This design comes from an exercise in tuning for small area, a short achievable clock period and few clock cycles on the open sky130 flow, not from production work. In this exercise RTL edits were held to simulation tests only and were not proved equivalent to the original. Power and IR drop assume default switching activity. The clock port is modelled as an ideal driver; clocking choices that lean on that would not hold on a real chip.

$ cat flow/design.v
`timescale 1ns / 1ps
`default_nettype none
package rrd_pkg;
	localparam int VALUE_MAX   = 32;
	localparam int MESSAGE_MAX = 4096;
	localparam int DATA_W      = 8;
	localparam int STATUS_W    = 2;
	localparam int WORD_W      = 32;
	localparam int LENGTH_W    = 6;
	localparam int INDEX_W     = 5;
	localparam int PTR_W       = 7;    
	localparam logic [1:0] FC_OTHER    = 2'd0;
	localparam logic [1:0] FC_ERROR    = 2'd1;
	localparam logic [1:0] FC_THROTTLE = 2'd2;
	localparam logic [1:0] FC_VALUE    = 2'd3;
endpackage
`default_nettype wire
`timescale 1ns / 1ps
`default_nettype none
module rrd_parser (
	input  wire logic        clk,
	input  wire logic        arst_n,
	input  wire logic        rx_valid,
	output logic             rx_ready,
	input  wire logic [7:0]  rx_data_byte,
	input  wire logic        rx_end_of_message,
	output logic             wr_en,
	output logic [5:0]       wr_addr,
	output logic [7:0]       wr_data,
	input  wire logic        p_busy,
	output logic             p_load,
	output logic [1:0]       p_status,
	output logic             p_thr_seen,
	output logic             p_present,
	output logic [5:0]       p_len,
	output logic             p_long,
	output logic             p_stop,
	output logic [6:0]       p_base,
	output logic [31:0]      thr,
	input  wire logic        old_v,
	input  wire logic [6:0]  old_ptr
);
	logic       s0_v, s1_v;
	logic [7:0] s0_d, s1_d;
	logic       s0_e, s1_e;
	logic       take, proc, stall;
	assign rx_ready = !s1_v;
	assign take     = rx_valid && !s1_v;
	assign proc     = s0_v && !stall;
	always_ff @(posedge clk or negedge arst_n) begin
		if (!arst_n) begin
			s0_v <= 1'b0;
			s1_v <= 1'b0;
		end else begin
			if (proc) begin
				s0_v <= s1_v || take;
				s1_v <= 1'b0;
			end else if (!s0_v) begin
				s0_v <= take;
			end else if (take) begin
				s1_v <= 1'b1;
			end
		end
	end
	always_ff @(posedge clk) begin
		if (proc && s1_v) begin
			s0_d <= s1_d;
			s0_e <= s1_e;
		end else if (take && (proc || !s0_v)) begin
			s0_d <= rx_data_byte;
			s0_e <= rx_end_of_message;
		end
		if (take && s0_v && !proc) begin
			s1_d <= rx_data_byte;
			s1_e <= rx_end_of_message;
		end
	end
	logic        ph_tag, ph_val, ph_len, ph_pay, ph_ign;
	logic [3:0]  cnt;
	logic [31:0] acc;
	logic        hz;
	logic [1:0]  cls;
	logic        fits;
	logic [5:0]  nlen;
	logic [6:0]  nbase;
	logic [6:0]  wptr;
	logic        room;
	logic [1:0]  st;
	logic        thr_seen;
	logic        present;
	logic [5:0]  clen;
	logic        long_q;
	logic        stop;
	logic [6:0]  m_old;
	wire [7:0] b   = s0_d;
	wire       eom = s0_e;
	wire       b7  = b[7];
	wire c0 = (cnt == 4'd0);
	wire c1 = (cnt == 4'd1);
	wire c2 = (cnt == 4'd2);
	wire c3 = (cnt == 4'd3);
	wire c4 = (cnt == 4'd4);
	wire c9 = (cnt == 4'd9);
	wire c123 = c1 || c2 || c3;
	wire c2to8 = !c0 && !c1 && !c9;
	wire ph_vint = ph_tag || ph_val || ph_len;
	wire cls_err = (cls == rrd_pkg::FC_ERROR);
	wire cls_thr = (cls == rrd_pkg::FC_THROTTLE);
	wire cls_val = (cls == rrd_pkg::FC_VALUE);
	logic [31:0] acc_v;
	always_comb begin
		acc_v = acc;
		if (c0) acc_v[6:0]   = acc[6:0]   | b[6:0];
		if (c1) acc_v[13:7]  = acc[13:7]  | b[6:0];
		if (c2) acc_v[20:14] = acc[20:14] | b[6:0];
		if (c3) acc_v[27:21] = acc[27:21] | b[6:0];
		if (c4) acc_v[31:28] = acc[31:28] | b[3:0];
	end
	wire any7 = |b[6:0];
	wire hib_tag = (c0 && (b[5] || b[6])) || ((c123 || c4) && any7);
	wire hib_err = (c0 && (|b[6:2])) || (c123 && any7) || (c4 && (|b[3:0]));
	wire hib_len = (c1 && (b[5] || b[6])) || (c2to8 && any7) || (c9 && b[0]);
	wire hi_tag  = hz || hib_tag;
	wire hi_err  = hz || hib_err;
	wire hi_len  = hz || hib_len;
	wire hib     = ph_tag ? hib_tag : (ph_val ? hib_err : hib_len);
	wire done    = ph_vint && !b7;            
	wire ovf     = ph_vint && b7 && c9;       
	wire [2:0] wt = acc_v[2:0];
	wire [1:0] cls_new = hi_tag ? rrd_pkg::FC_OTHER : acc_v[4:3];
	wire len_zero = !hi_len && (acc_v[11:0] == 12'd0);
	wire len_fit  = !hi_len && (acc_v[11:5] == 7'd0 || acc_v[11:0] == 12'd32);
	wire pay_last = (acc[11:0] == 12'd1);
	wire wr_req   = ph_pay && fits;
	wire thr_commit_try = ph_val && !b7 && cls_thr;
	assign stall = (p_busy && (eom || thr_commit_try)) || (wr_req && !room);
	wire t_done  = proc && ph_tag && !b7;
	wire v_done  = proc && ph_val && !b7;
	wire l_done  = proc && ph_len && !b7;
	wire p_byte  = proc && ph_pay;
	wire p_done  = p_byte && pay_last;
	wire commit_full  = p_done && fits;
	wire commit_empty = l_done && len_zero && cls_val;
	wire drop         = p_done && !fits && cls_val;
	wire err_commit   = v_done && cls_err;
	wire thr_commit   = v_done && cls_thr;
	assign wr_en   = proc && wr_req;
	assign wr_addr = wptr[5:0];
	assign wr_data = b;
	wire [6:0] wptr_n = wptr + {6'd0, wr_en};
	logic [1:0] st_n;
	logic       thr_seen_n, present_n, long_n, stop_n;
	logic [5:0] clen_n;
	logic [6:0] m_old_n;
	always_comb begin
		st_n       = st;
		thr_seen_n = thr_seen || thr_commit;
		present_n  = present;
		clen_n     = clen;
		long_n     = long_q;
		stop_n     = stop || (proc && (ovf || (ph_tag && !b7 && wt != 3'd0 && wt != 3'd2)));
		m_old_n    = m_old;
		if (err_commit) st_n = hi_err ? 2'd3 : acc_v[1:0];
		if (commit_full) begin
			present_n = 1'b1;
			clen_n    = nlen;
			long_n    = 1'b0;
			m_old_n   = nbase;
		end else if (commit_empty) begin
			present_n = 1'b1;
			clen_n    = 6'd0;
			long_n    = 1'b0;
			m_old_n   = wptr;
		end else if (drop) begin
			present_n = 1'b0;
			clen_n    = 6'd0;
			long_n    = 1'b1;
			m_old_n   = wptr;
		end
	end
	assign p_load     = proc && eom;
	assign p_status   = st_n;
	assign p_thr_seen = thr_seen_n;
	assign p_present  = present_n;
	assign p_len      = clen_n;
	assign p_long     = long_n;
	assign p_stop     = stop_n;
	assign p_base     = m_old_n;
	wire [6:0] used = wptr - (old_v ? old_ptr : m_old);
	always_ff @(posedge clk) begin
		if (thr_commit) thr <= acc_v;
		if (l_done) begin
			nlen  <= acc_v[5:0];
			nbase <= wptr;
		end
	end
	always_ff @(posedge clk or negedge arst_n) begin
		if (!arst_n) begin
			ph_tag   <= 1'b1;
			ph_val   <= 1'b0;
			ph_len   <= 1'b0;
			ph_pay   <= 1'b0;
			ph_ign   <= 1'b0;
			cnt      <= 4'd0;
			acc      <= 32'd0;
			hz       <= 1'b0;
			cls      <= rrd_pkg::FC_OTHER;
			fits     <= 1'b0;
			wptr     <= 7'd0;
			room     <= 1'b1;
			st       <= 2'd0;
			thr_seen <= 1'b0;
			present  <= 1'b0;
			clen     <= 6'd0;
			long_q   <= 1'b0;
			stop     <= 1'b0;
			m_old    <= 7'd0;
		end else begin
			wptr <= wptr_n;
			room <= !used[6] && !(wr_en && used[5:0] == 6'd63);
			if (proc) begin
				if (eom) begin
					ph_tag   <= 1'b1;
					ph_val   <= 1'b0;
					ph_len   <= 1'b0;
					ph_pay   <= 1'b0;
					ph_ign   <= 1'b0;
					cnt      <= 4'd0;
					acc      <= 32'd0;
					hz       <= 1'b0;
					cls      <= rrd_pkg::FC_OTHER;
					fits     <= 1'b0;
					st       <= 2'd0;
					thr_seen <= 1'b0;
					present  <= 1'b0;
					clen     <= 6'd0;
					long_q   <= 1'b0;
					stop     <= 1'b0;
					m_old    <= wptr_n;
				end else begin
					st       <= st_n;
					thr_seen <= thr_seen_n;
					present  <= present_n;
					clen     <= clen_n;
					long_q   <= long_n;
					stop     <= stop_n;
					m_old    <= m_old_n;
					if (ph_vint) begin
						if (!b7) begin
							cnt <= 4'd0;
							hz  <= 1'b0;
						end else begin
							cnt <= c9 ? 4'd0 : cnt + 4'd1;
							hz  <= hz || hib;
						end
					end
					if (ph_pay) begin
						acc[11:0] <= acc[11:0] - 12'd1;
					end else if (ph_vint) begin
						if (b7 || ph_len) acc <= acc_v;
						else acc <= 32'd0;
					end
					if (ph_tag && !b7) begin
						cls <= cls_new;
						ph_tag <= 1'b0;
						if (wt == 3'd0) ph_val <= 1'b1;
						else if (wt == 3'd2) ph_len <= 1'b1;
						else ph_ign <= 1'b1;
					end
					if (ph_val && !b7) begin
						ph_val <= 1'b0;
						ph_tag <= 1'b1;
					end
					if (ph_len && !b7) begin
						ph_len <= 1'b0;
						fits   <= cls_val && len_fit;
						if (len_zero) begin
							ph_tag <= 1'b1;
						end else if (hi_len) begin
							ph_ign <= 1'b1;
						end else begin
							ph_pay <= 1'b1;
						end
					end
					if (ovf) begin
						ph_tag <= 1'b0;
						ph_val <= 1'b0;
						ph_len <= 1'b0;
						ph_ign <= 1'b1;
					end
					if (ph_pay && pay_last) begin
						ph_pay <= 1'b0;
						ph_tag <= 1'b1;
					end
				end
			end
		end
	end
endmodule
`default_nettype wire
`timescale 1ns / 1ps
`default_nettype none
module rrd_emit (
	input  wire logic        clk,
	input  wire logic        arst_n,
	input  wire logic        wr_en,
	input  wire logic [5:0]  wr_addr,
	input  wire logic [7:0]  wr_data,
	output logic             p_busy,
	input  wire logic        p_load,
	input  wire logic [1:0]  p_status,
	input  wire logic        p_thr_seen,
	input  wire logic        p_present,
	input  wire logic [5:0]  p_len,
	input  wire logic        p_long,
	input  wire logic        p_stop,
	input  wire logic [6:0]  p_base,
	input  wire logic [31:0] thr,
	output logic             old_v,
	output logic [6:0]       old_ptr,
	output logic             tx_valid,
	input  wire logic        tx_ready,
	output logic [1:0]       tx_status_code,
	output logic [31:0]      tx_throttle_ms,
	output logic             tx_value_present,
	output logic [5:0]       tx_value_length,
	output logic [7:0]       tx_value_byte,
	output logic [4:0]       tx_byte_index,
	output logic             tx_value_too_long,
	output logic             tx_stopped_early,
	output logic             tx_last_result
);
	logic [7:0] mem [64];
	always_ff @(posedge clk) begin
		if (wr_en) mem[wr_addr] <= wr_data;
	end
	logic       q_v;
	logic [1:0] q_st;
	logic       q_ts, q_pr, q_lg, q_sp;
	logic [5:0] q_len;
	logic [6:0] q_base;
	logic       cv, cnew, czero;
	logic [4:0] ck, cend;
	logic [6:0] rptr;
	logic       o_v, o_last, o_pr, o_lg, o_sp;
	logic [7:0] o_byte;
	logic [4:0] o_idx;
	logic [1:0] o_st;
	logic [31:0] o_thr;
	logic [5:0] o_len;
	wire adv   = cv && (!o_v || tx_ready);
	wire clast = (ck == cend);
	wire cload = q_v && !(cv && cnew) && (!cv || (adv && clast));
	assign p_busy  = q_v;
	assign old_v   = cv || q_v;
	assign old_ptr = cv ? rptr : q_base;
	always_ff @(posedge clk or negedge arst_n) begin
		if (!arst_n) begin
			q_v <= 1'b0;
			cv  <= 1'b0;
			o_v <= 1'b0;
		end else begin
			if (p_load) q_v <= 1'b1;
			else if (adv && cnew) q_v <= 1'b0;
			if (cload) cv <= 1'b1;
			else if (adv && clast) cv <= 1'b0;
			if (adv) o_v <= 1'b1;
			else if (tx_ready) o_v <= 1'b0;
		end
	end
	always_ff @(posedge clk) begin
		if (p_load) begin
			q_st   <= p_status;
			q_ts   <= p_thr_seen;
			q_pr   <= p_present;
			q_len  <= p_len;
			q_lg   <= p_long;
			q_sp   <= p_stop;
			q_base <= p_base;
		end
		if (cload) begin
			cnew  <= 1'b1;
			czero <= (q_len == 6'd0);
			ck    <= 5'd0;
			cend  <= (q_len == 6'd0) ? 5'd0 : 5'(q_len - 6'd1);
			rptr  <= q_base;
		end else if (adv) begin
			cnew <= 1'b0;
			ck   <= ck + 5'd1;
			rptr <= rptr + 7'd1;
		end
		if (adv) begin
			o_byte <= czero ? 8'd0 : mem[rptr[5:0]];
			o_idx  <= ck;
			o_last <= clast;
			if (cnew) begin
				o_st  <= q_st;
				o_thr <= q_ts ? thr : 32'd0;
				o_pr  <= q_pr;
				o_len <= q_len;
				o_lg  <= q_lg;
				o_sp  <= q_sp;
			end
		end
	end
	assign tx_valid          = o_v;
	assign tx_status_code    = o_st;
	assign tx_throttle_ms    = o_thr;
	assign tx_value_present  = o_pr;
	assign tx_value_length   = o_len;
	assign tx_value_byte     = o_byte;
	assign tx_byte_index     = o_idx;
	assign tx_value_too_long = o_lg;
	assign tx_stopped_early  = o_sp;
	assign tx_last_result    = o_last;
endmodule
`default_nettype wire
`timescale 1ns / 1ps
`default_nettype none
module protobuf_read_reply_decoder_top (
	input  wire logic                   clk,
	input  wire logic                   arst_n,
	input  wire logic                   bytes_valid,
	output logic                        bytes_ready,
	input  wire logic [rrd_pkg::DATA_W-1:0]      bytes_data_byte,
	input  wire logic                   bytes_end_of_message,
	output logic                        results_valid,
	input  wire logic                   results_ready,
	output logic [rrd_pkg::STATUS_W-1:0]         results_status_code,
	output logic [rrd_pkg::WORD_W-1:0]           results_throttle_ms,
	output logic                        results_value_present,
	output logic [rrd_pkg::LENGTH_W-1:0]         results_value_length,
	output logic [rrd_pkg::DATA_W-1:0]           results_value_byte,
	output logic [rrd_pkg::INDEX_W-1:0]          results_byte_index,
	output logic                        results_value_too_long,
	output logic                        results_stopped_early,
	output logic                        results_last_result
);
	logic        wr_en;
	logic [5:0]  wr_addr;
	logic [7:0]  wr_data;
	logic        p_busy, p_load, p_thr_seen, p_present, p_long, p_stop;
	logic [1:0]  p_status;
	logic [5:0]  p_len;
	logic [6:0]  p_base;
	logic [31:0] thr;
	logic        old_v;
	logic [6:0]  old_ptr;
	rrd_parser u_parser (
		.clk               (clk),
		.arst_n            (arst_n),
		.rx_valid          (bytes_valid),
		.rx_ready          (bytes_ready),
		.rx_data_byte      (bytes_data_byte),
		.rx_end_of_message (bytes_end_of_message),
		.wr_en             (wr_en),
		.wr_addr           (wr_addr),
		.wr_data           (wr_data),
		.p_busy            (p_busy),
		.p_load            (p_load),
		.p_status          (p_status),
		.p_thr_seen        (p_thr_seen),
		.p_present         (p_present),
		.p_len             (p_len),
		.p_long            (p_long),
		.p_stop            (p_stop),
		.p_base            (p_base),
		.thr               (thr),
		.old_v             (old_v),
		.old_ptr           (old_ptr)
	);
	rrd_emit u_emit (
		.clk               (clk),
		.arst_n            (arst_n),
		.wr_en             (wr_en),
		.wr_addr           (wr_addr),
		.wr_data           (wr_data),
		.p_busy            (p_busy),
		.p_load            (p_load),
		.p_status          (p_status),
		.p_thr_seen        (p_thr_seen),
		.p_present         (p_present),
		.p_len             (p_len),
		.p_long            (p_long),
		.p_stop            (p_stop),
		.p_base            (p_base),
		.thr               (thr),
		.old_v             (old_v),
		.old_ptr           (old_ptr),
		.tx_valid          (results_valid),
		.tx_ready          (results_ready),
		.tx_status_code    (results_status_code),
		.tx_throttle_ms    (results_throttle_ms),
		.tx_value_present  (results_value_present),
		.tx_value_length   (results_value_length),
		.tx_value_byte     (results_value_byte),
		.tx_byte_index     (results_byte_index),
		.tx_value_too_long (results_value_too_long),
		.tx_stopped_early  (results_stopped_early),
		.tx_last_result    (results_last_result)
	);
endmodule
`default_nettype wire
$ cat flow/run.sh
#!/bin/bash
# synth_recipe.tcl (not shown) runs the flow's synth.tcl, then flattens the netlist and writes it again
# the make line also repeats each setting of config.mk as NAME=value (left out here)
make -C /OpenROAD-flow-scripts/flow DESIGN_CONFIG=/design/flow/config.mk WORK_HOME=/design/flow/orfs CLKGATE_MAP_FILE= SYNTH_SCRIPT=/design/flow/synth_recipe.tcl finish
$ cat flow/config.mk
export PLATFORM = sky130hd
export DESIGN_NAME = protobuf_read_reply_decoder_top
export DESIGN_NICKNAME = protobuf_read_reply_decoder_top
export VERILOG_FILES = /design/flow/design.v
export SDC_FILE = /design/flow/constraint.sdc
export NUM_CORES = 4
export LEC_CHECK = 0
export CAP_MARGIN = 20
export CORE_MARGIN = 2
export CORE_UTILIZATION = 40
export SLEW_MARGIN = 20
$ cat flow/constraint.sdc
create_clock -name core_clock -period 6.5 [get_ports {clk}]
set_input_delay 1.3000 -clock core_clock [delete_from_list [all_inputs] [get_ports {clk}]]
set_output_delay 1.3000 -clock core_clock [all_outputs]
set_load 0.01 [all_outputs]
==> results of run 1 <==
-- area by class of cell --
class,instances,share of cell area [%]
flip-flops and latches,746,63.0
multi-input cells,904,22.2
clock buffers,90,5.94
well taps,969,3.48
repair buffers,97,2.68
clock inverters,56,2.17
inverters,54,0.581
-- per-stage QoR --
| stage | hold WS [ns] | setup WS, ns | util (%) | area (µm²) | instances |
|---|---|---|---|---|---|
| after floorplan | 0.400 | 2.71 | - | 30200 | 1794 |
| after global placement | 0.424 | 2.47 | 42.9 | 32000 | 2769 |
| after detailed placement | 0.421 | 2.37 | 42.9 | 32000 | 2769 |
| after CTS | 0.436 | 2.37 | 46.7 | 34800 | 2915 |
| after global routing | 0.435 | 2.17 | 46.8 | 34900 | 2916 |
| final | 0.433 | 2.44 | 46.8 | 34900 | 2916 |
-- how the worst max path moves through the flow --
stage / end / from
6_report: u_emit.mem[46][3] / u_parser.s0_e
5_1_grt: u_emit.mem[45][4] / u_emit.q_v
4_1_cts: u_emit.mem[39][5] / u_emit.q_v
3_5_place_dp: u_emit.mem[7][7] / u_emit.q_v
3_3_place_gp: u_emit.mem[7][2] / u_parser.s0_e
2_1_floorplan: u_emit.q_v / results_ready
-- metal layers --
metal  track usage (%)  vias up  wire length [µm]
met5                 0        -                 0
met4              5.13        0              1680
met3              3.98      121              4610
met2              28.4      560             32800
met1              25.8     8420             30800
li1                  -     7245                 -
-- where the power goes --
part	internal (µW)	total [µW]	switching [µW]
logic	1070	3050	1980
registers	5900	6170	272
clock network	2950	4870	1920
total	9920	14100	4170
-- sequential cells by signal (all words and copies together) (netlist names), 4 cells and up --
register and cells:
u_parser.nlen 6, u_parser.cnt 4, u_emit.q_len 6, u_parser.s0_d 8
u_emit.o_byte 8, u_emit.q_base 7, u_emit.cend 5, u_emit.ck 5
u_parser.acc 32, u_parser.thr 32, u_parser.clen 6, u_parser.wptr 7
u_parser.m_old 7, u_parser.nbase 7, u_emit.o_idx 5, u_emit.o_len 6
u_emit.rptr 7, u_emit.o_thr 32, u_parser.s1_d 8, u_emit.mem 512
-- layout by cell type (no fill, tap or decap), types with 7 or more instances in the layout --
master,n
mux2_2,10
o21ai_0,61
nand3_1,19
inv_1,52
a211oi_1,15
buf_4,23
ha_1,13
nor3_1,27
clkinv_2,12
clkbuf_16,80
or2_2,9
nand3b_1,7
o22ai_1,21
o31ai_1,29
nand2b_1,15
a21oi_1,87
bufinv_16,16
dfrtp_1,74
clkinv_1,12
clkdlybuf4s50_1,70
clkinvlp_4,8
o32ai_1,8
mux2i_1,31
nor2b_1,17
xnor2_1,19
nor2_1,133
a22o_1,14
mux4_2,136
nand2_1,89
and2_1,35
xor2_1,10
edfxtp_1,664
nor4b_1,7
clkbuf_1,7
-- cell families (layout without fill, tap and decap cells) --
group           after synthesis  count (layout)  share of synthesized area (%)
simple gates                400             400                           6.50
compound gates              284             284                           6.03
xor+xnor                     29              29                          0.840
mux                         177             177                           11.5
flops                       746             746                           72.7
fa+ha+maj                    14              14                          0.604
buf+inv                     144             297                           1.83
==> metrics.cfg, run 1 <==
[clock_tree]
clk_path_buf_depth = 3
cts_resized = 0
htreeDepth = 3
cts.clk_slew.worst_paths_ns = 0.06
clock-sinks = 746
cts-buffers-inserted = 79
holdBufCountCts = 0
cts_setup_buffers = 0
cts_root_buf = clkbuf_16
insertion_delay_ns = 0.63
tritoncts = done

[setup_path]
critPathMaxFanout = 18
r2r_end = u_emit.mem[46][3]
worstSetupPathType = reg -> reg
crit_chain = a21boi_0 -> o2111ai_1 -> nor2_1 -> nand4_1 -> nor2_1
crit_required_ns = 6.73
timing.rr.start = u_parser.s0_e
crit_cells = 5
cp.arrival_ns = 4.29
r2r_slack_ns = 2.44
crit_path_end_kind = register
cp_slowest_cell = nor2_1
critPathLaunchType = register
r2r_cells = 5
cpPeakStageDelay_ns = 0.89
path_buf_inv = 0
cpMostUsedCell = nor2_1
cp_top_family = simple AND/OR/NAND/NOR gates

[worst_hold_path]
min_to = u_emit.o_st[1]
hp-start = u_emit.q_st[1]
hold_class = reg -> reg
whs_path_depth = 0

[power_and_ir_drop]
total_power_uw = 14100
power-per-cell-area_mw_per_mm2 = 404
power_leakage_uw = 0.0117
irDropWorstVdd_mv = 0.216

[yosys]
synth_cell_types = 73
ys_ff_latch = 746
synth_area_leader_cell = edfxtp_1
yosysMostFrequentCell = edfxtp_1
synth_area_leaders = edfxtp_1, mux4_2, dfrtp_1, nor2_1, a21oi_1
async_reset_ff_share_pct = 10.2
yosys_most_used_dff = edfxtp_1
avgSynthCellArea_um2 = 16.8
synthDominantCellAreaShare_pct = 66.0
netlist_area_mm2 = 0.0302
synth_common_cells = edfxtp_1, mux4_2, nor2_1
synth_nets = 1821
synth-seq-area-share_pct = 72.7
yosys_warnings = 2
synth-edff-count = 664
syn_inst = 1794

[die]
die_w_um = 279
initial_core_util_pct = 40.5
die_area_mm2 = 0.0778
num_rows = 100
ios = 72
die_h_um = 279
core-area_mm2 = 0.0746

[routing]
drtIter0Drc = 1635
num_vias = 16300
postRouteWirelength_um = 69900
ant_nets = 0
first_pass_iters = 5
vias_per_cell = 5.61
wl_per_cell_um = 24.0
drcViolationCount = 0

[final_layout]
multi_input_area_mm2 = 0.00772
fillCellCount = 6334
n_antenna_cell = 0
fin_nets = 1909
drive_gt1_share_pct = 16.9
area_growth_pct = 15.3
seqCellArea_mm2 = 0.0220

[grt]
grt_pass1_vias = 16700
grt-ovfl-total = 0
grt_pass1_wl_um = 106000
track_usage_pct = 18.2
grt_max_degree = 129
antenna_found_initial = 0

[placed_design]
dpl.hpwl_um = 42300
io_buffer_count = 71
place_congestion = 0.846

[sta]
setup_tns_ns = 0
final_max_slew_viol_count = 0
worstMarginPinSlew_ns = 0.972
fin_crit_ns = 4.06
maxSlewHeadroom_pct = 33.5
fmax_mhz = 246
setup_violations = 0
post-route-period-util_pct = 62.4
rsz0062_at_grt = no
finalHoldViolCount = 0
finClkSkew_ns = 0.0311

[run]
maxCapViolCount = 0

[outcome]
status = complete, no violations

Testbench counts, summed over its fixed seeds: cycles 51,691.
==> run 2: changes to the inputs <==
--- a/flow/design.v
+++ b/flow/design.v
@@ -28,6 +28,7 @@
 	output logic [5:0]       wr_addr,
 	output logic [7:0]       wr_data,
 	input  wire logic        p_busy,
+	input  wire logic        p_thr_busy,
 	output logic             p_load,
 	output logic [1:0]       p_status,
 	output logic             p_thr_seen,
@@ -133,7 +134,7 @@
 	wire pay_last = (acc[11:0] == 12'd1);
 	wire wr_req   = ph_pay && fits;
 	wire thr_commit_try = ph_val && !b7 && cls_thr;
-	assign stall = (p_busy && (eom || thr_commit_try)) || (wr_req && !room);
+	assign stall = (p_busy && eom) || (p_thr_busy && thr_commit_try) || (wr_req && !room);
 	wire t_done  = proc && ph_tag && !b7;
 	wire v_done  = proc && ph_val && !b7;
 	wire l_done  = proc && ph_len && !b7;
@@ -144,10 +145,11 @@
 	wire drop         = p_done && !fits && cls_val;
 	wire err_commit   = v_done && cls_err;
 	wire thr_commit   = v_done && cls_thr;
-	assign wr_en   = proc && wr_req;
+	assign wr_en   = s0_v && wr_req && room;
 	assign wr_addr = wptr[5:0];
 	assign wr_data = b;
-	wire [6:0] wptr_n = wptr + {6'd0, wr_en};
+	wire       wr_go  = proc && wr_req;
+	wire [6:0] wptr_n = wptr + {6'd0, wr_go};
 	logic [1:0] st_n;
 	logic       thr_seen_n, present_n, long_n, stop_n;
 	logic [5:0] clen_n;
@@ -217,7 +219,7 @@
 			m_old    <= 7'd0;
 		end else begin
 			wptr <= wptr_n;
-			room <= !used[6] && !(wr_en && used[5:0] == 6'd63);
+			room <= !used[6] && !(wr_go && used[5:0] == 6'd63);
 			if (proc) begin
 				if (eom) begin
 					ph_tag   <= 1'b1;
@@ -307,6 +309,7 @@
 	input  wire logic [5:0]  wr_addr,
 	input  wire logic [7:0]  wr_data,
 	output logic             p_busy,
+	output logic             p_thr_busy,
 	input  wire logic        p_load,
 	input  wire logic [1:0]  p_status,
 	input  wire logic        p_thr_seen,
@@ -352,6 +355,7 @@
 	wire clast = (ck == cend);
 	wire cload = q_v && !(cv && cnew) && (!cv || (adv && clast));
 	assign p_busy  = q_v;
+	assign p_thr_busy = q_v && q_ts;
 	assign old_v   = cv || q_v;
 	assign old_ptr = cv ? rptr : q_base;
 	always_ff @(posedge clk or negedge arst_n) begin
@@ -439,7 +443,7 @@
 	logic        wr_en;
 	logic [5:0]  wr_addr;
 	logic [7:0]  wr_data;
-	logic        p_busy, p_load, p_thr_seen, p_present, p_long, p_stop;
+	logic        p_busy, p_thr_busy, p_load, p_thr_seen, p_present, p_long, p_stop;
 	logic [1:0]  p_status;
 	logic [5:0]  p_len;
 	logic [6:0]  p_base;
@@ -457,6 +461,7 @@
 		.wr_addr           (wr_addr),
 		.wr_data           (wr_data),
 		.p_busy            (p_busy),
+		.p_thr_busy        (p_thr_busy),
 		.p_load            (p_load),
 		.p_status          (p_status),
 		.p_thr_seen        (p_thr_seen),
@@ -476,6 +481,7 @@
 		.wr_addr           (wr_addr),
 		.wr_data           (wr_data),
 		.p_busy            (p_busy),
+		.p_thr_busy        (p_thr_busy),
 		.p_load            (p_load),
 		.p_status          (p_status),
 		.p_thr_seen        (p_thr_seen),
--- a/flow/config.mk
+++ b/flow/config.mk
@@ -8,4 +8,5 @@
 export CAP_MARGIN = 20
 export CORE_MARGIN = 2
 export CORE_UTILIZATION = 40
+export SETUP_SLACK_MARGIN = 3.5
 export SLEW_MARGIN = 20
==> metrics.cfg, run 2 <==
[outcome]
status = complete, no violations

[final_layout]
area_growth_pct = 15.1
fin_nets = 1863
final_common_cell = edfxtp_1
final_area_mm2 = 0.0346
n_antenna_cell = 0
stdcell_count = 2870
largest_reg_flops = 512
final_cell_mix = edfxtp_1, mux4_2, nand2_1
drive_gt1_share_pct = 20.7
regMostFlops = u_emit.mem

[clock_tree]
clk_path_buf_depth = 3
cts-buffers-inserted = 79
tritoncts = done
cts_root_buf = clkbuf_16
htreeDepth = 3
holdBufCountCts = 0
insertion_delay_ns = 0.62
cts.clk_slew.worst_paths_ns = 0.06
clock-sinks = 746

[yosys]
yosys_warnings = 2
ys_ff_latch = 746
netlist_area_mm2 = 0.0301
yosysMostFrequentCell = edfxtp_1
synth_common_cells = edfxtp_1, mux4_2, nor2_1
synth-edff-count = 664
async_reset_ff_share_pct = 10.2
synth_area_leaders = edfxtp_1, mux4_2, dfrtp_1, nor2_1, nand2_1
yosys_most_used_dff = edfxtp_1
avgSynthCellArea_um2 = 17.3
syn_inst = 1738
synthDominantCellAreaShare_pct = 66.3
synth_nets = 1765
synth_area_leader_cell = edfxtp_1
synth-seq-area-share_pct = 73.0
synth_cell_types = 76

[routing]
first_pass_iters = 5
ant_nets = 0
num_vias = 15900
vias_per_cell = 5.53
drtIter0Drc = 1502
drcViolationCount = 0
postRouteWirelength_um = 66300
wl_per_cell_um = 23.1

[worst_hold_path]
whs_path_depth = 0
hp-start = u_emit.q_sp
min_to = u_emit.o_sp
hold_class = reg -> reg

[sta]
finClkSkew_ns = 0.0271
finalHoldViolCount = 0
finalHoldWorstSlack_ns = 0.441
worstMarginPinSlew_ns = 1.04
fmax_mhz = 325
maxSlewHeadroom_pct = 30.4
rsz0062_at_grt = yes
final_max_slew_viol_count = 0
setup_tns_ns = 0
post-route-period-util_pct = 47.4
setup_violations = 0
fin_crit_ns = 3.08

[setup_path]
crit_path_end_kind = register
cp.arrival_ns = 3.31
cp_slowest_cell = nor2_1
critPathMaxFanout = 22
worstSetupPathType = reg -> reg
cpMostUsedCell = nor2_1
cpPeakStageDelay_ns = 0.89
r2r_slack_ns = 3.42
timing.rr.start = u_parser.ph_pay
r2r_end = u_emit.mem[11][5]
crit_required_ns = 6.73
crit_chain = nand4_1 -> nor2_1 -> nand2_1 -> nor2_1
r2r_cells = 4
critPathLaunchType = register

[grt]
antenna_found_initial = 0
grt_pass1_vias = 16000
grt_max_degree = 132
grt-ovfl-total = 0
track_usage_pct = 17.1
grt_pass1_wl_um = 100000

[die]
die_area_mm2 = 0.0774
die_w_um = 278
die_h_um = 278
core-area_mm2 = 0.0744
num_rows = 100
initial_core_util_pct = 40.4
ios = 72

[run]
maxCapViolCount = 0

[power_and_ir_drop]
power_leakage_uw = 0.0115
irDropWorstVdd_mv = 0.333
power-per-cell-area_mw_per_mm2 = 386

[placed_design]
place_congestion = 0.831
dpl.hpwl_um = 39700
place_area_mm2 = 0.0319
io_buffer_count = 71
dp_cells = 2714

run 2: changes by cell type in the layout (fill, tap and decap cells not counted), moves of 18 or more:
cell,previous run,this run
nor2_2,1,45
nand2_1,89,115
a22oi_1,3,21
nor2_1,133,80
run 2: through the flow:
step | util, % | worst slack [ns] | total power, µW
4_1_cts | 46.4 | 3.50 | 13400
3_5_place_dp | 42.8 | 2.82 | 9200
6_report | 46.5 | 3.42 | 13400
5_1_grt | 46.5 | 3.35 | 13900
3_3_place_gp | 42.8 | 2.91 | 9120
2_1_floorplan | - | 3.28 | 8120
run 2: kinds of logic (layout without fill, tap and decap cells):
| kind of cell | after synthesis | in the layout | share of synthesized area [%] |
|---|---|---|---|
| simple gates | 384 | 384 | 6.16 |
| xor+xnor | 28 | 28 | 0.815 |
| flops | 746 | 746 | 73.0 |
| compound gates | 247 | 247 | 5.10 |
| buf+inv | 135 | 298 | 1.80 |
| fa+ha+maj | 14 | 14 | 0.607 |
| mux | 184 | 184 | 12.5 |
run 2: report_power, final:
part | leakage [µW] | internal [µW] | switching (µW)
Sequential | 0.00710 | 5890 | 263
Combinational | 0.00325 | 1110 | 1890
Clock | 0.00119 | 2360 | 1840
run 2: worst max-delay path by stage:
stage,startpoint,endpoint,slack [ns],cells after the start
floorplan,u_parser.s0_d[7],u_parser.thr_seen,3.28,6
global placement,results_ready,u_emit.rptr[4],2.91,6
detailed placement,results_ready,u_emit.rptr[5],2.82,6
CTS,u_parser.ph_pay,u_emit.mem[11][5],3.50,4
global route,u_parser.ph_pay,u_emit.mem[29][4],3.35,4
finish,u_parser.ph_pay,u_emit.mem[11][5],3.42,4
run 2: worst max-delay path: cells and delay by family (launching register included):
family	cells	cell delay, ns
flops	1	0.63
simple gates	4	2.04
run 2: final cells by class:
cell class | count | area (µm²)
Fill cell | 6170 | 39800
Clock inverter | 51 | 357
Tap cell | 969 | 1210
Sequential cell | 746 | 22000
Multi-Input combinational cell | 857 | 7790
Timing Repair Buffer | 100 | 1040
Inverter | 51 | 196
Clock buffer | 95 | 2070
Timing Repair inverter | 1 | 5.00
run 2: layer usage:
metal | global-route usage, % | routed length [µm] | share of wire [%]
met1 | 23.6 | 28500 | 43
met2 | 27.6 | 32000 | 48
met3 | 3.29 | 3630 | 5.5
met4 | 5.45 | 2120 | 3.2
met5 | 0 | 0 | 0
run 2: repair_timing:
item	4_1_cts	5_1_grt
endpoints found under the hold margin	0	0
pin swaps	1	0
setup endpoints to repair	554	372
resized for setup	32	35
setup buffers	7	0
cloned	1	1
Testbench counts of run 2, summed over its fixed seeds: cycles 51,327.
==> run 3: changes to the inputs <==
--- a/flow/config.mk
+++ b/flow/config.mk
@@ -8,5 +8,5 @@
 export CAP_MARGIN = 20
 export CORE_MARGIN = 2
 export CORE_UTILIZATION = 40
-export SETUP_SLACK_MARGIN = 3.5
+export SETUP_SLACK_MARGIN = 4.5
 export SLEW_MARGIN = 20
==> metrics.cfg, run 3 <==
[sta]
final.setup.worst_slack_ns = 3.84
post-route-period-util_pct = 41.0
worstMarginPinSlew_ns = 1.01
finClkSkew_ns = 0.0372
setup_violations = 0
fmax_mhz = 375
final_max_slew_viol_count = 0
maxSlewHeadroom_pct = 32.4
rsz0062_at_grt = yes
finalHoldViolCount = 0
fin_crit_ns = 2.66
setup_tns_ns = 0

[setup_path]
worstSetupPathType = reg -> reg
r2r_slack_ns = 3.84
timing.rr.start = u_emit.rptr[0]
critPathMaxFanout = 6
cp.arrival_ns = 3.05
r2r_end = u_emit.o_byte[0]
crit_chain = buf_12 -> buf_6 -> buf_8 -> buf_16 -> mux4_2 -> mux4_2 -> a22oi_2 -> o21ai_1
crit_path_end_kind = register
critPathLaunchType = register
crit_required_ns = 6.88
r2r_cells = 8
cp_slowest_cell = mux4_2
path_buf_inv = 4
cpPeakStageDelay_ns = 0.55
cp_top_family = multiplexers
cpMostUsedCell = mux4_2

[placed_design]
io_buffer_count = 71
dpl.hpwl_um = 40500
dp_slack_ns = 2.79
place_congestion = 0.853

[routing]
drtIter0Drc = 2095
drcViolationCount = 0
postRouteWirelength_um = 85700
first_pass_iters = 5
vias_per_cell = 5.80
wl_per_cell_um = 27.4
num_vias = 18100
ant_nets = 0

[grt]
grt-ovfl-total = 0
grt_pass1_wl_um = 119000
met1_usage_pct = 28.6
grt_max_degree = 77
grt_pass1_vias = 17800
antenna_found_initial = 3
track_usage_pct = 21.0
gr-usage-met2_pct = 33.8
grt-busiest-layer = met2
met3_usage_pct = 4.26

[clock_tree]
htreeDepth = 3
cts_root_buf = clkbuf_16
cts-buffers-inserted = 78
clk_path_buf_depth = 3
holdBufCountCts = 0
insertion_delay_ns = 0.65
cts.clk_slew.worst_paths_ns = 0.07
tritoncts = done
clock-sinks = 746

[outcome]
status = complete, no violations

[yosys]
avgSynthCellArea_um2 = 17.3
async_reset_ff_share_pct = 10.2
yosys_most_used_dff = edfxtp_1
ys_ff_latch = 746
synth_common_cells = edfxtp_1, mux4_2, nor2_1
synth_nets = 1765
yosys_warnings = 2
yosysMostFrequentCell = edfxtp_1
synth_area_leaders = edfxtp_1, mux4_2, dfrtp_1, nor2_1, nand2_1
syn_inst = 1738
netlist_area_mm2 = 0.0301
synth_area_leader_cell = edfxtp_1
synth-seq-area-share_pct = 73.0
synth_cell_types = 76
synth-edff-count = 664
synthDominantCellAreaShare_pct = 66.3

[final_layout]
final_cell_mix = edfxtp_1, mux4_2, buf_4, clkbuf_16, nor2_4
n_antenna_cell = 0
fillCellCount = 5587
largest_reg_flops = 512
fin_nets = 2122
multi_input_area_mm2 = 0.00966
regMostFlops = u_emit.mem
final_common_cell = edfxtp_1
area_growth_pct = 33.7
drive_gt1_share_pct = 44.4
seqCellArea_mm2 = 0.0220

[die]
initial_core_util_pct = 40.4
die_w_um = 278
die_h_um = 278
ios = 72
die_area_mm2 = 0.0774
num_rows = 100
core-area_mm2 = 0.0744

[worst_hold_path]
whs_path_depth = 0
min_to = u_emit.o_lg
hold_class = reg -> reg
hp-start = u_emit.q_lg

[power_and_ir_drop]
power_leakage_uw = 0.0139
irDropWorstVdd_mv = 0.229
power-per-cell-area_mw_per_mm2 = 390

[run]
maxCapViolCount = 0

run 3: cell type report:
cell class	count	area share, %
inverters	51	0.547
repair buffers	355	11.2
flip-flops and latches	746	54.7
repair inverters	2	0.0435
multi-input cells	861	24.0
well taps	969	3.01
clock inverters	46	1.42
clock buffers	92	5.03
run 3: worst max path at each step:
stage                      from  cells past startpoint                     to
2_1_floorplan  u_parser.s0_d[7]                      6      u_parser.thr_seen
3_3_place_gp        u_emit.q_ts                      7      u_parser.m_old[5]
3_5_place_dp        u_emit.q_ts                      7      u_parser.m_old[3]
4_1_cts        u_emit.o_byte[0]                      1  results_value_byte[0]
5_1_grt          u_emit.rptr[0]                      8       u_emit.o_byte[0]
6_report         u_emit.rptr[0]                      8       u_emit.o_byte[0]
run 3: timing repair:
| action | CTS | global route |
|---|---|---|
| buffers inserted | 147 | 72 |
| cloned | 38 | 13 |
| resized for setup | 567 | 202 |
| endpoints found under the setup margin | 849 | 701 |
| pin swaps | 114 | 84 |
run 3: cell families after synthesis:
family	after synthesis	share of synthesized area [%]
mux	184	12.5
xor+xnor	28	0.815
compound gates	247	5.10
flops	746	73.0
simple gates	384	6.16
buf+inv	135	1.80
fa+ha+maj	14	0.607
run 3: metal layers:
metal	part of all wire, %	up-vias
met2	49	825
met3	7.7	176
met4	3.2	0
met1	40	9510
met5	0	-
li1	-	7600
run 3: where the power goes:
group | switching (µW) | internal, µW
Combinational | 2830 | 2180
Clock | 1890 | 2680
Sequential | 226 | 5890
run 3: through the flow:
| stage | std cells | total power, µW | hold slack (ns) | instance area [µm²] | util (%) |
|---|---|---|---|---|---|
| final | 3122 | 15700 | 0.426 | 40200 | 54.0 |
| after global routing | 3122 | 16200 | 0.439 | 40200 | 54.0 |
| after CTS | 3037 | 15000 | 0.429 | 38300 | 51.5 |
| after detailed placement | 2714 | 9250 | 0.414 | 32200 | 43.2 |
| after global placement | 2713 | 9170 | 0.424 | 32100 | 43.2 |
| after floorplan | 1738 | 8220 | 0.400 | 30600 | - |
==> run 4: changes to the inputs <==
--- a/flow/config.mk
+++ b/flow/config.mk
@@ -8,5 +8,6 @@
 export CAP_MARGIN = 20
 export CORE_MARGIN = 2
 export CORE_UTILIZATION = 40
-export SETUP_SLACK_MARGIN = 4.5
+export CTS_BUF_LIST = sky130_fd_sc_hd__clkbuf_8
+export SETUP_SLACK_MARGIN = 4.0
 export SLEW_MARGIN = 20
==> metrics.cfg, run 4 <==
[clock_tree]
holdBufCountCts = 0
cts.clk_slew.worst_paths_ns = 0.07
clock-sinks = 746
cts-buffers-inserted = 118
tritoncts = done
insertion_delay_ns = 0.76
cts_root_buf = clkbuf_8
htreeDepth = 3
clk_path_buf_depth = 3

[yosys]
synth_area_leaders = edfxtp_1, mux4_2, dfrtp_1, nor2_1, nand2_1
synth_area_leader_cell = edfxtp_1
netlist_area_mm2 = 0.0301
synthDominantCellAreaShare_pct = 66.3
yosysMostFrequentCell = edfxtp_1
synth_common_cells = edfxtp_1, mux4_2, nor2_1
syn_inst = 1738
ys_ff_latch = 746
yosys_warnings = 2
synth_nets = 1765
yosys_most_used_dff = edfxtp_1
synth-seq-area-share_pct = 73.0
synth-edff-count = 664
async_reset_ff_share_pct = 10.2
synth_cell_types = 76
avgSynthCellArea_um2 = 17.3

[final_layout]
final_cell_mix = edfxtp_1, mux4_2, clkbuf_8, nand2_1, buf_4
fin_nets = 1998
drive_gt1_share_pct = 32.8
regMostFlops = u_emit.mem
largest_reg_flops = 512
final_common_cell = edfxtp_1
area_growth_pct = 20.5

[routing]
ant_nets = 0
vias_per_cell = 5.52
drtIter0Drc = 1764
first_pass_iters = 7
postRouteWirelength_um = 73400
drcViolationCount = 0
num_vias = 16800
wl_per_cell_um = 24.1

[power_and_ir_drop]
irDropWorstVdd_mv = 0.185
p_clk_share_pct = 29.3
power-per-cell-area_mw_per_mm2 = 380
swShare_pct = 31.3
pwr-share-seq_pct = 44.8
p_switching_uw = 4320
power_frac_comb_pct = 25.9
p_int_uw = 9460
power_leakage_uw = 0.0124

[placed_design]
dpl.hpwl_um = 41500
io_buffer_count = 71
place_congestion = 0.844

[setup_path]
crit_chain = buf_2
startpoint = u_emit.o_byte[2]
critPathMaxFanout = 1
path_buf_inv = 1
crit_path_end_kind = output pin
cpPeakStageDelay_ns = 0.46
cp_top_family = flip-flops
cp_slowest_cell = edfxtp_1
crit_cells = 1
crit_required_ns = 5.20
r2r_cells = 2
critPathLaunchType = register
timing.rr.start = u_parser.wptr[4]
cp.arrival_ns = 1.40
worstSetupPathType = reg -> out

[sta]
final_max_slew_viol_count = 0
rsz0062_at_grt = yes
fin_crit_ns = 2.70
finClkSkew_ns = 0.0484
worstMarginPinSlew_ns = 1.07
setup_tns_ns = 0
maxSlewHeadroom_pct = 28.3
setup_violations = 0
finalHoldViolCount = 0
fmax_mhz = 370
finalHoldWorstSlack_ns = 0.424
post-route-period-util_pct = 41.6

[die]
core-area_mm2 = 0.0744
die_w_um = 278
die_area_mm2 = 0.0774
initial_core_util_pct = 40.4
ios = 72
num_rows = 100
die_h_um = 278

[grt]
grt_pass1_vias = 17000
antenna_found_initial = 2
track_usage_pct = 18.2
grt_max_degree = 77
grt_pass1_wl_um = 107000
grt-ovfl-total = 0

[worst_hold_path]
hp-start = u_emit.q_st[1]
hold_class = reg -> reg
whs_path_depth = 0

[run]
maxCapViolCount = 0

[outcome]
status = complete, no violations

-- run 4: cell counts after synthesis --
Identical to the previous run, type by type.
-- run 4: routing by layer --
layer	routed length (µm)	up-vias	track usage (%)
met5	0	-	0
met4	1720	0	6.02
met3	4840	134	3.97
met2	36300	596	30.2
met1	30500	8728	24.0
li1	-	7349	-
-- run 4: timing repair --
action / 4_1_cts / 5_1_grt
buffers inserted: 34 / 57
gates cloned: 5 / 9
pin swaps: 12 / 28
endpoints found under the setup margin: 730 / 197
resized for setup: 441 / 45
-- run 4: worst paths after layout --
path / slack, ns / endpoint
max: 3.80 / results_value_byte[2]
max in group asynchronous: 5.31 / u_parser.cnt[2]
min in group asynchronous: 0.61 / u_parser.acc[20]
min reg2reg: 0.42 / u_emit.o_st[1]
min: 0.42 / u_emit.o_st[1]
max reg2reg: 4.05 / u_emit.mem[50][6]
-- run 4: power by group through the flow --
stage | logic [µW] | registers [µW] | clock network [µW]
2_1_floorplan | 1810 | 6330 | 0
3_3_place_gp | 2830 | 6310 | 0
3_5_place_dp | 2900 | 6320 | 0
4_1_cts | 3240 | 6170 | 4120
5_1_grt | 3820 | 6200 | 4330
6_report | 3570 | 6170 | 4040
-- run 4: metrics by stage --
step / area, µm² / util [%] / total power (µW) / std cells / setup WS (ns)
after floorplan: 30200 / - / 8140 / 1738 / 3.27
after global placement: 31900 / 42.9 / 9140 / 2714 / 3.00
after detailed placement: 31900 / 42.9 / 9230 / 2715 / 2.96
after CTS: 35400 / 47.6 / 13500 / 2977 / 3.75
after global routing: 36200 / 48.7 / 14300 / 3044 / 3.75
final: 36200 / 48.7 / 13800 / 3044 / 3.80
-- run 4: cell type report --
cell class              instances  area, µm²
diodes                          1       2.50
well taps                     969       1210
fillers                      6116      38200
clock inverters                97        678
repair buffers                197       1960
inverters                      51        203
clock buffers                 126       1730
multi-input cells             857       8470
flip-flops and latches        746      22000
-- run 4: cell families after synthesis --
kind of cell | share of synthesized area (%)
compound gates | 5.10
fa+ha+maj | 0.607
buf+inv | 1.80
flops | 73.0
xor+xnor | 0.815
mux | 12.5
simple gates | 6.16
==> run 5: changes to the inputs <==
==> flow/flow/run.sh (new file) <==
#!/bin/bash
set -euo pipefail
export CTS_ARGS="-sink_clustering_enable -repair_clock_nets -dont_use_dummy_load"
bash standard.sh > standard_flow.log 2>&1
==> flow/standard.sh (new file) <==
#!/bin/bash
# synth_recipe.tcl (not shown) runs the flow's synth.tcl, then flattens the netlist and writes it again
# the make line also repeats each setting of config.mk as NAME=value (left out here)
make -C /OpenROAD-flow-scripts/flow DESIGN_CONFIG=/design/flow/config.mk WORK_HOME=/design/flow/orfs CLKGATE_MAP_FILE= SYNTH_SCRIPT=/design/flow/synth_recipe.tcl "${@:-finish}"
--- a/flow/config.mk
+++ b/flow/config.mk
@@ -8,6 +8,5 @@
 export CAP_MARGIN = 20
 export CORE_MARGIN = 2
 export CORE_UTILIZATION = 40
-export CTS_BUF_LIST = sky130_fd_sc_hd__clkbuf_8
 export SETUP_SLACK_MARGIN = 4.0
 export SLEW_MARGIN = 20
removed: flow/run.sh
==> metrics.cfg, run 5 <==
[outcome]
status = complete, no violations

[yosys]
avgSynthCellArea_um2 = 17.3
synth_area_leader_cell = edfxtp_1
synth-simple-area-share_pct = 6.16
synth-edff-count = 664
synth_top_family_by_area = multiplexers
async_reset_ff_share_pct = 10.2
synth_nets = 1765
synth_cell_types = 76
synthAdderAreaFrac_pct = 0.607
ys_ff_latch = 746
synth-seq-area-share_pct = 73.0
synth_common_cells = edfxtp_1, mux4_2, nor2_1
synth_area_leaders = edfxtp_1, mux4_2, dfrtp_1, nor2_1, nand2_1
netlist_area_mm2 = 0.0301
syn_inst = 1738
yosys_warnings = 2
synth_xor_area_share_pct = 0.815
yosysMostFrequentCell = edfxtp_1
synthDominantCellAreaShare_pct = 66.3
synthMuxAreaShare_pct = 12.5
yosys_most_used_dff = edfxtp_1
synth_compound_area_share_pct = 5.10

[sta]
fmax_mhz = 390
post-route-period-util_pct = 39.4
rsz0062_at_grt = yes
setup_violations = 0
worstMarginPinSlew_ns = 1.13
setup_tns_ns = 0
finClkSkew_ns = 0.0784
finalHoldViolCount = 0
fin_crit_ns = 2.56
maxSlewHeadroom_pct = 24.7
final_max_slew_viol_count = 0

[grt]
grt_max_degree = 77
met1_usage_pct = 24.4
grt-busiest-layer = met2
grt_pass1_vias = 16600
antenna_found_initial = 1
gr-usage-met2_pct = 30.5
met3_usage_pct = 2.85
grt_pass1_wl_um = 105000
track_usage_pct = 18.0
grt-ovfl-total = 0

[power_and_ir_drop]
p_switching_uw = 3990
p_clk_share_pct = 27.8
power-per-cell-area_mw_per_mm2 = 375
p_int_uw = 9340
irDropWorstVdd_mv = 0.188
power_leakage_uw = 0.0119
power_frac_comb_pct = 25.8
pwr-share-seq_pct = 46.3
swShare_pct = 29.9

[final_layout]
final_common_cell = edfxtp_1
fin_nets = 1945
regMostFlops = u_emit.mem
final_util_pct = 47.8
n_antenna_cell = 0
largest_reg_flops = 512
final_cell_mix = edfxtp_1, mux4_2, nand2_1, clkbuf_16, a21oi_1
drive_gt1_share_pct = 29.9
area_growth_pct = 18.2

[routing]
num_vias = 16300
drcViolationCount = 0
wl_per_cell_um = 24.7
postRouteWirelength_um = 71200
first_pass_iters = 5
ant_nets = 0
vias_per_cell = 5.65
drtIter0Drc = 1610

[setup_path]
worstSetupPathType = reg -> out
cp_top_family = flip-flops
cp.arrival_ns = 1.26
crit_required_ns = 5.20
critPathMaxFanout = 1
crit_path_end_kind = output pin
path_buf_inv = 1
cp_slowest_cell = edfxtp_1
cpPeakStageDelay_ns = 0.47
crit_chain = buf_2
critPathLaunchType = register

[die]
num_rows = 100
initial_core_util_pct = 40.4
ios = 72
die_h_um = 278
die_area_mm2 = 0.0774
die_w_um = 278
core-area_mm2 = 0.0744

[run]
maxCapViolCount = 0

[clock_tree]
clock-sinks = 746
htreeDepth = 3
cts_root_buf = clkbuf_16
cts.clk_slew.worst_paths_ns = 0.06
tritoncts = done
cts-buffers-inserted = 77
clk_path_buf_depth = 3
holdBufCountCts = 0
insertion_delay_ns = 0.63

[worst_hold_path]
hold_class = reg -> reg

[placed_design]
place_congestion = 0.844
io_buffer_count = 71
dpl.hpwl_um = 41500

run 5: cell type report:
type	instances	area (µm²)
multi-input cells	857	8460
fillers	6119	38900
inverters	51	200
repair inverters	1	7.51
flip-flops and latches	746	22000
well taps	969	1210
clock buffers	77	1930
repair buffers	184	1770
run 5: worst paths after layout:
check | endpoint | start | slack (ns) | cells after the start
max | results_value_byte[2] | u_emit.o_byte[2] | 3.94 | 1
min | u_emit.o_st[1] | u_emit.q_st[1] | 0.42 | 0
max reg2reg | u_emit.o_byte[1] | u_emit.rptr[2] | 3.99 | 4
min reg2reg | u_emit.o_st[1] | u_emit.q_st[1] | 0.42 | 0
max in group asynchronous | u_parser.cnt[2] | arst_n | 5.15 | 1
min in group asynchronous | u_parser.acc[20] | arst_n | 0.75 | 1
run 5: power by group through the flow:
stage	sequential, µW	combinational [µW]	clock (µW)
floorplan	6330	1810	0
global placement	6310	2830	0
detailed placement	6320	2900	0
CTS	6180	3150	3780
global route	6200	3690	3970
finish	6180	3440	3710
run 5: cells by family after synthesis:
logic type               Yosys count
adder cells (fa/ha/maj)           14
buffers and inverters            135
AO/OA/AOI/OAI                    247
AND/OR/NAND/NOR                  384
XOR/XNOR                          28
flip-flops                       746
multiplexers                     184
run 5: what timing repair did:
item / in CTS / in global routing
setup endpoints to repair: 756 / 325
hold endpoints to repair: 0 / 0
buffers inserted: 23 / 59
gates resized for setup: 439 / 46
pin swaps: 10 / 26
gates cloned: 4 / 7
run 5: per-layer routing:
layer	routed length, µm	share of wire (%)
met1	30200	42
met2	35600	50
met3	4050	5.7
met4	1320	1.9
met5	0	0
run 5: through the flow:
step	cell area, µm²	hold slack [ns]	cells	setup slack, ns	total power (µW)
2_1_floorplan	30200	0.400	1738	3.27	8140
3_3_place_gp	31900	0.414	2714	3.00	9140
3_5_place_dp	31900	0.411	2715	2.96	9230
4_1_cts	34800	0.424	2819	3.87	13100
5_1_grt	35600	0.437	2885	3.91	13900
6_report	35600	0.422	2885	3.94	13300
==> run 6: changes to the inputs <==
--- a/flow/config.mk
+++ b/flow/config.mk
@@ -7,6 +7,6 @@
 export LEC_CHECK = 0
 export CAP_MARGIN = 20
 export CORE_MARGIN = 2
-export CORE_UTILIZATION = 40
+export CORE_UTILIZATION = 60
 export SETUP_SLACK_MARGIN = 4.0
 export SLEW_MARGIN = 20
==> metrics.cfg, run 6 <==
[sta]
finClkSkew_ns = 0.0420
worstMarginPinSlew_ns = 1.09
final.setup.worst_slack_ns = 3.77
post-route-period-util_pct = 41.9
rsz0062_at_grt = yes
fmax_mhz = 367
finalHoldViolCount = 0
final_max_slew_viol_count = 0
setup_violations = 0
maxSlewHeadroom_pct = 26.7
fin_crit_ns = 2.73
setup_tns_ns = 0

[clock_tree]
clk_path_buf_depth = 3
tritoncts = done
cts-buffers-inserted = 74
cts_root_buf = clkbuf_16
holdBufCountCts = 0
insertion_delay_ns = 0.61
cts.clk_slew.worst_paths_ns = 0.06
clock-sinks = 746
htreeDepth = 3

[placed_design]
place_congestion = 0.874
dpl.hpwl_um = 38700
io_buffer_count = 71
dp_slack_ns = 2.75

[final_layout]
fillCellCount = 3163
multi_input_area_mm2 = 0.00850
regMostFlops = u_emit.mem
final_util_pct = 71.4
area_growth_pct = 18.3
final_common_cell = edfxtp_1
final_cell_mix = edfxtp_1, mux4_2, nand2_1, a21oi_1, clkbuf_16
drive_gt1_share_pct = 30.9
n_antenna_cell = 0
largest_reg_flops = 512
seqCellArea_mm2 = 0.0220
fin_nets = 1956

[grt]
grt_pass1_wl_um = 105000
grt-ovfl-total = 0
track_usage_pct = 27.2
grt_pass1_vias = 16600
antenna_found_initial = 1
grt_max_degree = 76

[setup_path]
r2r_slack_ns = 3.77
worstSetupPathType = reg -> reg
crit_chain = buf_12 -> buf_6 -> buf_6 -> buf_12 -> buf_16 -> mux4_2 -> mux4_2 -> a22oi_2 -> o21ai_1
cpPeakStageDelay_ns = 0.55
crit_required_ns = 6.83
cp_slowest_cell = mux4_2
crit_path_end_kind = register
critPathLaunchType = register
cp.arrival_ns = 3.05
critPathMaxFanout = 7

[routing]
drcViolationCount = 0
num_vias = 16600
wl_per_cell_um = 27.1
postRouteWirelength_um = 70300
ant_nets = 0
drtIter0Drc = 1641
vias_per_cell = 6.39
first_pass_iters = 6

[die]
core-area_mm2 = 0.0499
ios = 72
die_w_um = 228
initial_core_util_pct = 60.3
num_rows = 82
die_h_um = 228
die_area_mm2 = 0.0519

[yosys]
yosys_most_used_dff = edfxtp_1
synth_area_leader_cell = edfxtp_1
synth_area_leaders = edfxtp_1, mux4_2, dfrtp_1, nor2_1, nand2_1
synth_cell_types = 76
avgSynthCellArea_um2 = 17.3
yosysMostFrequentCell = edfxtp_1
synth-seq-area-share_pct = 73.0
netlist_area_mm2 = 0.0301
synthDominantCellAreaShare_pct = 66.3
yosys_warnings = 2
synth_nets = 1765
synth_common_cells = edfxtp_1, mux4_2, nor2_1
async_reset_ff_share_pct = 10.2
ys_ff_latch = 746
syn_inst = 1738
synth-edff-count = 664

[power_and_ir_drop]
power-per-cell-area_mw_per_mm2 = 372
power_leakage_uw = 0.0121
irDropWorstVdd_mv = 0.291

[worst_hold_path]
hold_class = reg -> reg

[run]
maxCapViolCount = 0

[outcome]
status = complete, no violations

-- run 6: metrics by stage --
| stage | total power (µW) | hold slack [ns] | cell area (µm²) | instances |
|---|---|---|---|---|
| after CTS | 13100 | 0.433 | 34900 | 2548 |
| after floorplan | 8140 | 0.400 | 30200 | 1738 |
| after global placement | 9060 | 0.408 | 31500 | 2418 |
| after global routing | 13800 | 0.436 | 35600 | 2599 |
| after detailed placement | 9120 | 0.417 | 31600 | 2419 |
| final | 13200 | 0.428 | 35600 | 2599 |
-- run 6: kinds of logic (layout without fill, tap and decap cells) --
kind of cell / Yosys count / count (layout) / synth area share, %
compound gates: 247 / 247 / 5.10
xor+xnor: 28 / 28 / 0.815
buf+inv: 135 / 324 / 1.80
flops: 746 / 746 / 73.0
simple gates: 384 / 384 / 6.16
mux: 184 / 184 / 12.5
fa+ha+maj: 14 / 14 / 0.607
-- run 6: per-layer routing --
layer	routed length (µm)	up-vias	track usage [%]	part of all wire [%]
met5	0	-	0	0
met4	1610	0	7.21	2.3
met3	5430	120	5.85	7.7
met2	34400	603	43.0	49
met1	28900	8709	39.3	41
li1	-	7183	-	-
-- run 6: worst paths after layout --
| kind | cells after the start | end | start |
|---|---|---|---|
| max in group asynchronous | 3 | u_parser.room | arst_n |
| max reg2reg | 9 | u_emit.o_byte[1] | u_emit.rptr[0] |
| min reg2reg | 0 | u_emit.o_pr | u_emit.q_pr |
| min in group asynchronous | 1 | u_parser.acc[23] | arst_n |
| max | 9 | u_emit.o_byte[1] | u_emit.rptr[0] |
| min | 0 | u_emit.o_pr | u_emit.q_pr |
-- run 6: worst max-delay path: cells and delay by family, from the launching register on --
family          cells  cell delay (ns)
mux                 2             0.96
buf+inv             5             0.67
flops               1             0.42
compound gates      2             0.38
-- run 6: power breakdown --
part | internal (µW) | switching [µW] | leakage, µW
Sequential | 5890 | 260 | 0.00709
Clock | 2000 | 1570 | 0.000912
Combinational | 1450 | 2060 | 0.00408
Total | 9330 | 3900 | 0.0121
-- run 6: what timing repair did --
item                                    in CTS  in global routing
pin swaps                                   23                 42
endpoints found under the setup margin     742                599
setup buffers                               39                 45
gates resized for setup                    438                 54
cloned                                      16                  5
-- run 6: cell type report --
cell class,instances,area share [%]
repair inverters,2,0.0352
clock buffers,74,5.20
inverters,51,0.569
well taps,672,2.36
repair buffers,197,6.22
flip-flops and latches,746,61.7
multi-input cells,857,23.9
==> run 7: changes to the inputs <==
==> flow/flow/run.sh (replaced) <==
#!/bin/bash
set -euo pipefail
export CTS_ARGS="-sink_clustering_enable -repair_clock_nets -dont_use_dummy_load -sink_clustering_size 30 -sink_clustering_max_diameter 200"
bash standard.sh > standard_flow.log 2>&1
--- a/flow/config.mk
+++ b/flow/config.mk
@@ -7,6 +7,6 @@
 export LEC_CHECK = 0
 export CAP_MARGIN = 20
 export CORE_MARGIN = 2
-export CORE_UTILIZATION = 60
+export CORE_UTILIZATION = 40
 export SETUP_SLACK_MARGIN = 4.0
 export SLEW_MARGIN = 20
==> metrics.cfg, run 7 <==
[outcome]
status = complete, no violations

[yosys]
yosysMostFrequentCell = edfxtp_1
syn_inst = 1738
yosys_warnings = 2
synthDominantCellAreaShare_pct = 66.3
avgSynthCellArea_um2 = 17.3
synth_nets = 1765
netlist_area_mm2 = 0.0301
synth-edff-count = 664
async_reset_ff_share_pct = 10.2
synth_cell_types = 76
ys_ff_latch = 746
synth_common_cells = edfxtp_1, mux4_2, nor2_1
synth-seq-area-share_pct = 73.0
synth_area_leaders = edfxtp_1, mux4_2, dfrtp_1, nor2_1, nand2_1
synth_area_leader_cell = edfxtp_1
yosys_most_used_dff = edfxtp_1

[routing]
ant_nets = 0
vias_per_cell = 5.70
wl_per_cell_um = 25.4
postRouteWirelength_um = 72500
first_pass_iters = 6
num_vias = 16300
drtIter0Drc = 1846
drcViolationCount = 0

[clock_tree]
cts_root_buf = clkbuf_16
cts.clk_slew.worst_paths_ns = 0.12
tritoncts = done
cts-buffers-inserted = 28
holdBufCountCts = 0
htreeDepth = 1
clock-sinks = 746
clk_path_buf_depth = 3
insertion_delay_ns = 0.64

[placed_design]
place_area_mm2 = 0.0319
place_congestion = 0.844
dpl.hpwl_um = 41500
io_buffer_count = 71
dp_slack_ns = 2.96

[sta]
maxSlewHeadroom_pct = 27.3
rsz0062_at_grt = yes
finalHoldViolCount = 0
post-route-period-util_pct = 40.1
fin_crit_ns = 2.61
setup_violations = 0
finClkSkew_ns = 0.0528
fmax_mhz = 383
final.setup.worst_slack_ns = 3.89
finalHoldWorstSlack_ns = 0.434
final_max_slew_viol_count = 0
setup_tns_ns = 0
worstMarginPinSlew_ns = 1.09

[power_and_ir_drop]
power_frac_comb_pct = 30.5
p_switching_uw = 3810
power-per-cell-area_mw_per_mm2 = 344
total_power_uw = 11900
irDropWorstVdd_mv = 0.229
swShare_pct = 31.9
p_int_uw = 8120
p_clk_share_pct = 17.9
power_leakage_uw = 0.0115
pwr-share-seq_pct = 51.6

[setup_path]
crit_required_ns = 5.20
cp_top_family = flip-flops
crit_path_end_kind = output pin
crit_cells = 1
worstSetupPathType = reg -> out
critPathMaxFanout = 1
cp_slowest_cell = edfxtp_1
cpPeakStageDelay_ns = 0.48
crit_chain = buf_2
critPathLaunchType = register
r2r_cells = 10
cp.arrival_ns = 1.31
path_buf_inv = 1

[final_layout]
final_cell_mix = edfxtp_1, mux4_2, nand2_1, buf_4, a21oi_1
drive_gt1_share_pct = 29.4
n_antenna_cell = 0
largest_reg_flops = 512
final_common_cell = edfxtp_1
final_area_mm2 = 0.0347
fin_nets = 1915
regMostFlops = u_emit.mem
area_growth_pct = 15.3

[grt]
grt_pass1_vias = 16400
antenna_found_initial = 1
grt_pass1_wl_um = 104000
track_usage_pct = 17.7
grt_max_degree = 77
grt-ovfl-total = 0

[die]
initial_core_util_pct = 40.4
core-area_mm2 = 0.0744
die_h_um = 278
ios = 72
die_area_mm2 = 0.0774
die_w_um = 278
num_rows = 100

[run]
maxCapViolCount = 0

[worst_hold_path]
whs_path_depth = 0
hold_class = reg -> reg

run 7: path summary, 6_finish.rpt:
check | startpoint | to | slack (ns)
setup / recovery | u_emit.o_byte[2] | results_value_byte[2] | 3.89
hold / removal | u_emit.q_st[1] | u_emit.o_st[1] | 0.43
setup reg to reg | u_parser.s0_d[4] | u_parser.m_old[4] | 3.99
hold reg to reg | u_emit.q_st[1] | u_emit.o_st[1] | 0.43
max in group asynchronous | arst_n | u_emit.q_v | 5.20
min in group asynchronous | arst_n | u_parser.clen[4] | 0.73
run 7: cells by family (layout without fill, tap and decap cells):
| family | Yosys count | after routing | synth area share [%] |
|---|---|---|---|
| XOR/XNOR | 28 | 28 | 0.815 |
| AO/OA/AOI/OAI | 247 | 248 | 5.10 |
| buffers and inverters | 135 | 282 | 1.80 |
| flip-flops | 746 | 746 | 73.0 |
| AND/OR/NAND/NOR | 384 | 384 | 6.16 |
| multiplexers | 184 | 184 | 12.5 |
| adder cells (fa/ha/maj) | 14 | 14 | 0.607 |
run 7: per-layer routing:
metal	global-route usage [%]	routed length, µm
met1	24.3	30900
met2	30.2	36300
met3	2.44	3720
met4	3.92	1500
met5	0	0
run 7: power by group through the flow:
stage	registers (µW)	clock network [µW]	logic, µW
after floorplan	6330	0	1810
after global placement	6310	0	2830
after detailed placement	6320	0	2900
after CTS	6160	2180	3270
after global routing	6180	2340	3890
final	6160	2130	3640
run 7: cell type report:
type	instances	area (µm²)
clock buffers	28	701
fillers	6176	39800
inverters	51	200
multi-input cells	858	8550
flip-flops and latches	746	22000
well taps	969	1210
repair buffers	202	2030
repair inverters	1	7.51
run 7: what timing repair did:
item | CTS | global route
cloned | 7 | 10
gates resized for setup | 458 | 50
pin swaps | 10 | 37
endpoints found under the setup margin | 745 | 157
buffers inserted | 31 | 64
run 7: stage by stage:
| stage | util (%) | std cells |
|---|---|---|
| after floorplan | - | 1738 |
| after global placement | 42.9 | 2714 |
| after detailed placement | 42.9 | 2715 |
| after CTS | 45.3 | 2781 |
| after global routing | 46.6 | 2855 |
| final | 46.6 | 2855 |
run 7: worst register-to-register path, delay by kind of cell (launching register included):
family | cells | cell delay (ns)
flip-flops | 1 | 0.45
AND/OR/NAND/NOR | 2 | 0.32
AO/OA/AOI/OAI | 5 | 1.10
buffers and inverters | 3 | 0.53

==> re-timing with driven ports <==
Ports are ideal in the flow. The routed layouts listed here were re-timed in OpenROAD. Step 1 assumes that a clkbuf_16 drives the clock port and a buf_2 every other input. Step 2 times the ports against the registers' clock, not the clock port: input delays grow and output delays shrink by t, the midpoint of the rising clock arrivals with the driver on. Three values: no drivers, after step 1, after step 2; two values: the first two.
run | t, ns | setup slack, ns | slew at the worst register clock pin (ns) | pins driven straight from the clock port
run 1 | 0.680 | 2.443 / 2.443 / 2.443 | 0.06 / 0.06 | 1
run 2 | 0.680 | 3.421 / 3.421 / 2.962 | 0.06 / 0.06 | 1
run 3 | 0.698 | 3.837 / 3.837 / 3.837 | 0.07 / 0.07 | 1
run 4 | 0.802 | 3.799 / 3.731 / 3.370 | 0.07 / 0.07 | 1
run 5 | 0.661 | 3.937 / 3.867 / 3.473 | 0.06 / 0.06 | 1
run 6 | 0.653 | 3.775 / 3.775 / 3.499 | 0.07 / 0.07 | 1
run 7 | 0.682 | 3.892 / 3.823 / 3.500 | 0.12 / 0.12 | 1
After both steps setup and hold are still met in every run listed. The setup slack of run 5, which loses most, moves by -0.070 ns with the drivers and by -0.464 ns with both steps.
